Source: an optimization exercise on an open RTL-to-GDS flow (aim: small area). Production flows keep margins and buffers that such runs may drop. Function was checked by simulation only, so behaviour that the tests miss may differ from the original. Power is estimated from default activity; no workload was simulated.

// mesi_system
module mesi_system (
   input  logic                         clk,
   input  logic                         rst_n,
   input  logic                         p0_cyc,
   input  logic                         p0_stb,
   input  logic                         p0_we,
   input  logic [mesi_pkg::ADDR_W-1:0]  p0_adr,
   input  logic [mesi_pkg::DATA_W-1:0]  p0_dat_w,
   output logic [mesi_pkg::DATA_W-1:0]  p0_dat_r,
   output logic                         p0_ack,
   input  logic                         p1_cyc,
   input  logic                         p1_stb,
   input  logic                         p1_we,
   input  logic [mesi_pkg::ADDR_W-1:0]  p1_adr,
   input  logic [mesi_pkg::DATA_W-1:0]  p1_dat_w,
   output logic [mesi_pkg::DATA_W-1:0]  p1_dat_r,
   output logic                         p1_ack
);
   localparam int DW = mesi_pkg::DATA_W;
   localparam int AW = mesi_pkg::ADDR_W;
   localparam int NW = mesi_pkg::MEM_WORDS;
   localparam int NL = mesi_pkg::NUM_LINES;
   localparam int IW = mesi_pkg::INDEX_W;
   localparam int TW = mesi_pkg::TAG_W;
   localparam int NR = NW / 3;                
   localparam int NP = NW - 3 * NR;           
   localparam logic [2:0] C_IDLE   = 3'd0;
   localparam logic [2:0] C_ACK    = 3'd1;
   localparam logic [2:0] C_LOOKUP = 3'd7;
   logic [2:0]              cnt;
   logic                    post;             
   logic                    port;             
   logic                    last_port;        
   logic [AW-1:0]           adr;              
   logic [NR-1:0][2:0][DW-1:0] ring3;         
   logic [NP-1:0][DW-1:0]      ring2;         
   logic [2:0]              ph3;              
   logic                    ph2;              
   logic [1:0]              clr_q;            
   logic [NL-1:0][TW-1:0]   tag0, tag1;       
  ...
Settings: LEC_CHECK=0, CAP_MARGIN=20, CORE_MARGIN=2, CORE_UTILIZATION=76, PLACE_DENSITY=0.86, SLEW_MARGIN=20, SYNTH_HIERARCHICAL=1; clock period 7.0 ns.
standard.sh (not shown) runs the stock make flow with config.mk's settings and CLKGATE_MAP_FILE= SYNTH_SCRIPT=/design/flow/synth_recipe.tcl, a recipe that flattens the netlist after the stock synthesis.
==> flow/flow/run.sh <==
#!/bin/bash
# Standard layout with two changes: the port buffers use the smallest
# buffer cell, and clock tree synthesis uses clkbuf_8 in clusters of up to
# 18 sinks, without dummy loads.
set -euo pipefail
cd "$(dirname "$0")/.."
export BUFFER_PORTS_ARGS="-buffer_cell sky130_fd_sc_hd__buf_1"
export CTS_ARGS="-sink_clustering_enable -repair_clock_nets -buf_list sky130_fd_sc_hd__clkbuf_8 -sink_clustering_size 18 -sink_clustering_max_diameter 60 -dont_use_dummy_load"
bash standard.sh > standard.log 2>&1
The baseline completed without violations.
==> next run, changes <==
==> flow/flow/run.sh (replaced) <==
#!/bin/bash
# Standard layout with two changes: the port buffers use the smallest
# buffer cell, and clock tree synthesis uses clkbuf_8 in clusters of up to
# 20 sinks, without dummy loads.
set -euo pipefail
cd "$(dirname "$0")/.."
export BUFFER_PORTS_ARGS="-buffer_cell sky130_fd_sc_hd__buf_1"
export CTS_ARGS="-sink_clustering_enable -repair_clock_nets -buf_list sky130_fd_sc_hd__clkbuf_8 -sink_clustering_size 20 -sink_clustering_max_diameter 60 -dont_use_dummy_load"
bash standard.sh > standard.log 2>&1
--- a/flow/config.mk
+++ b/flow/config.mk
@@ -9,4 +9,4 @@
 export CORE_MARGIN = 2
-export CORE_UTILIZATION = 76
-export PLACE_DENSITY = 0.86
+export CORE_UTILIZATION = 70
+export PLACE_DENSITY = 0.8
 export SLEW_MARGIN = 20
The changed run completed with no timing, DRC or antenna violations; final area fell by 0.42%; via count fell by 2.0%; utilization fell by 6.6 points; clock power fell by about 4%; worst hold slack is better by 0.019 ns.
==> next run, changes <==
--- a/flow/config.mk
+++ b/flow/config.mk
@@ -9,4 +9,4 @@
 export CORE_MARGIN = 2
-export CORE_UTILIZATION = 70
-export PLACE_DENSITY = 0.8
+export CORE_UTILIZATION = 76
+export PLACE_DENSITY = 0.86
 export SLEW_MARGIN = 20
Effect: Area after synthesis does not change. Count of clock-buffer cells in the layout climbs by 1. Non-clock buffer count came out higher by 7.
==> next run, changes <==
==> flow/flow/run.sh (replaced) <==
#!/bin/bash
# Standard layout with two changes: the port buffers use the smallest
# buffer cell, and clock tree synthesis uses clkbuf_8 in clusters of up to
# 16 sinks, without dummy loads.
set -euo pipefail
cd "$(dirname "$0")/.."
export BUFFER_PORTS_ARGS="-buffer_cell sky130_fd_sc_hd__buf_1"
export CTS_ARGS="-sink_clustering_enable -repair_clock_nets -buf_list sky130_fd_sc_hd__clkbuf_8 -sink_clustering_size 16 -sink_clustering_max_diameter 60 -dont_use_dummy_load"
bash standard.sh > standard.log 2>&1
--- a/flow/config.mk
+++ b/flow/config.mk
@@ -9,4 +9,4 @@
 export CORE_MARGIN = 2
-export CORE_UTILIZATION = 76
-export PLACE_DENSITY = 0.86
+export CORE_UTILIZATION = 60
+export PLACE_DENSITY = 0.7
 export SLEW_MARGIN = 20
Result:
- clock power climbs by about 7%
- total power increases by 1.7%
- register-to-register slack improves by 0.11 ns
- utilization went down by 16 points
==> next run, changes <==
==> flow/flow/run.sh (replaced) <==
#!/bin/bash
# Standard layout with two changes: the port buffers use the smallest
# buffer cell, and clock tree synthesis uses clkbuf_8 in clusters of up to
# 18 sinks, without dummy loads.
set -euo pipefail
cd "$(dirname "$0")/.."
export BUFFER_PORTS_ARGS="-buffer_cell sky130_fd_sc_hd__buf_1"
export CTS_ARGS="-sink_clustering_enable -repair_clock_nets -buf_list sky130_fd_sc_hd__clkbuf_8 -sink_clustering_size 18 -sink_clustering_max_diameter 60 -dont_use_dummy_load"
bash standard.sh > standard.log 2>&1
--- a/flow/config.mk
+++ b/flow/config.mk
@@ -9,4 +9,4 @@
 export CORE_MARGIN = 2
-export CORE_UTILIZATION = 60
-export PLACE_DENSITY = 0.7
+export CORE_UTILIZATION = 70
+export PLACE_DENSITY = 0.8
 export SLEW_MARGIN = 20
After rerunning: Routed wire length goes down by about 1%; power goes down by about 1.3%; setup slack gets worse by 0.090 ns; flip-flop and latch count stays the same; global-route usage goes up by 5.2 points; area after synthesis stays the same.
==> next run, changes <==
==> flow/flow/run.sh (replaced) <==
#!/bin/bash
# Standard layout with two changes: the port buffers use the smallest
# buffer cell, and clock tree synthesis uses clkbuf_8 in clusters of up to
# 16 sinks, without dummy loads.
set -euo pipefail
cd "$(dirname "$0")/.."
export BUFFER_PORTS_ARGS="-buffer_cell sky130_fd_sc_hd__buf_1"
export CTS_ARGS="-sink_clustering_enable -repair_clock_nets -buf_list sky130_fd_sc_hd__clkbuf_8 -sink_clustering_size 16 -sink_clustering_max_diameter 60 -dont_use_dummy_load"
bash standard.sh > standard.log 2>&1
Effect: The changed run produced a clean layout. Total power rises slightly. Final area hardly moves. Critical path depth stays the same.

-- static timing again, ports no longer ideal --
How much do the figures lean on ideal ports? The routed layouts below were timed once more, with nothing changed but the port constraints. Step 1: set_driving_cell puts a clkbuf_16 on clk and a buf_2 on each other input, an assumption about the parent block. Step 2 times the ports against the registers' clock, not the clock port: input delays grow and output delays shrink by t, the midpoint of the rising clock arrivals with the driver on. Three values: ideal ports, drivers, drivers and shift; two values: the first two.
run | t, ns | setup WS [ns] | worst register clock-pin slew, ns | cell pins on the clock port's net
the first run | 0.706 | 0.141 / 0.083 / 0.789 | 0.11 / 0.11 | 1
the second run | 0.718 | 0.323 / 0.266 / 0.984 | 0.12 / 0.12 | 1
the third run | 0.686 | 0.207 / 0.153 / 0.839 | 0.12 / 0.12 | 1
the fourth run | 0.722 | 0.425 / 0.367 / 1.089 | 0.10 / 0.10 | 1
the fifth run | 0.731 | 0.335 / 0.280 / 1.010 | 0.11 / 0.11 | 1
the sixth run | 0.713 | 0.315 / 0.260 / 0.973 | 0.10 / 0.10 | 1
After both steps setup and hold are still met in every run listed.
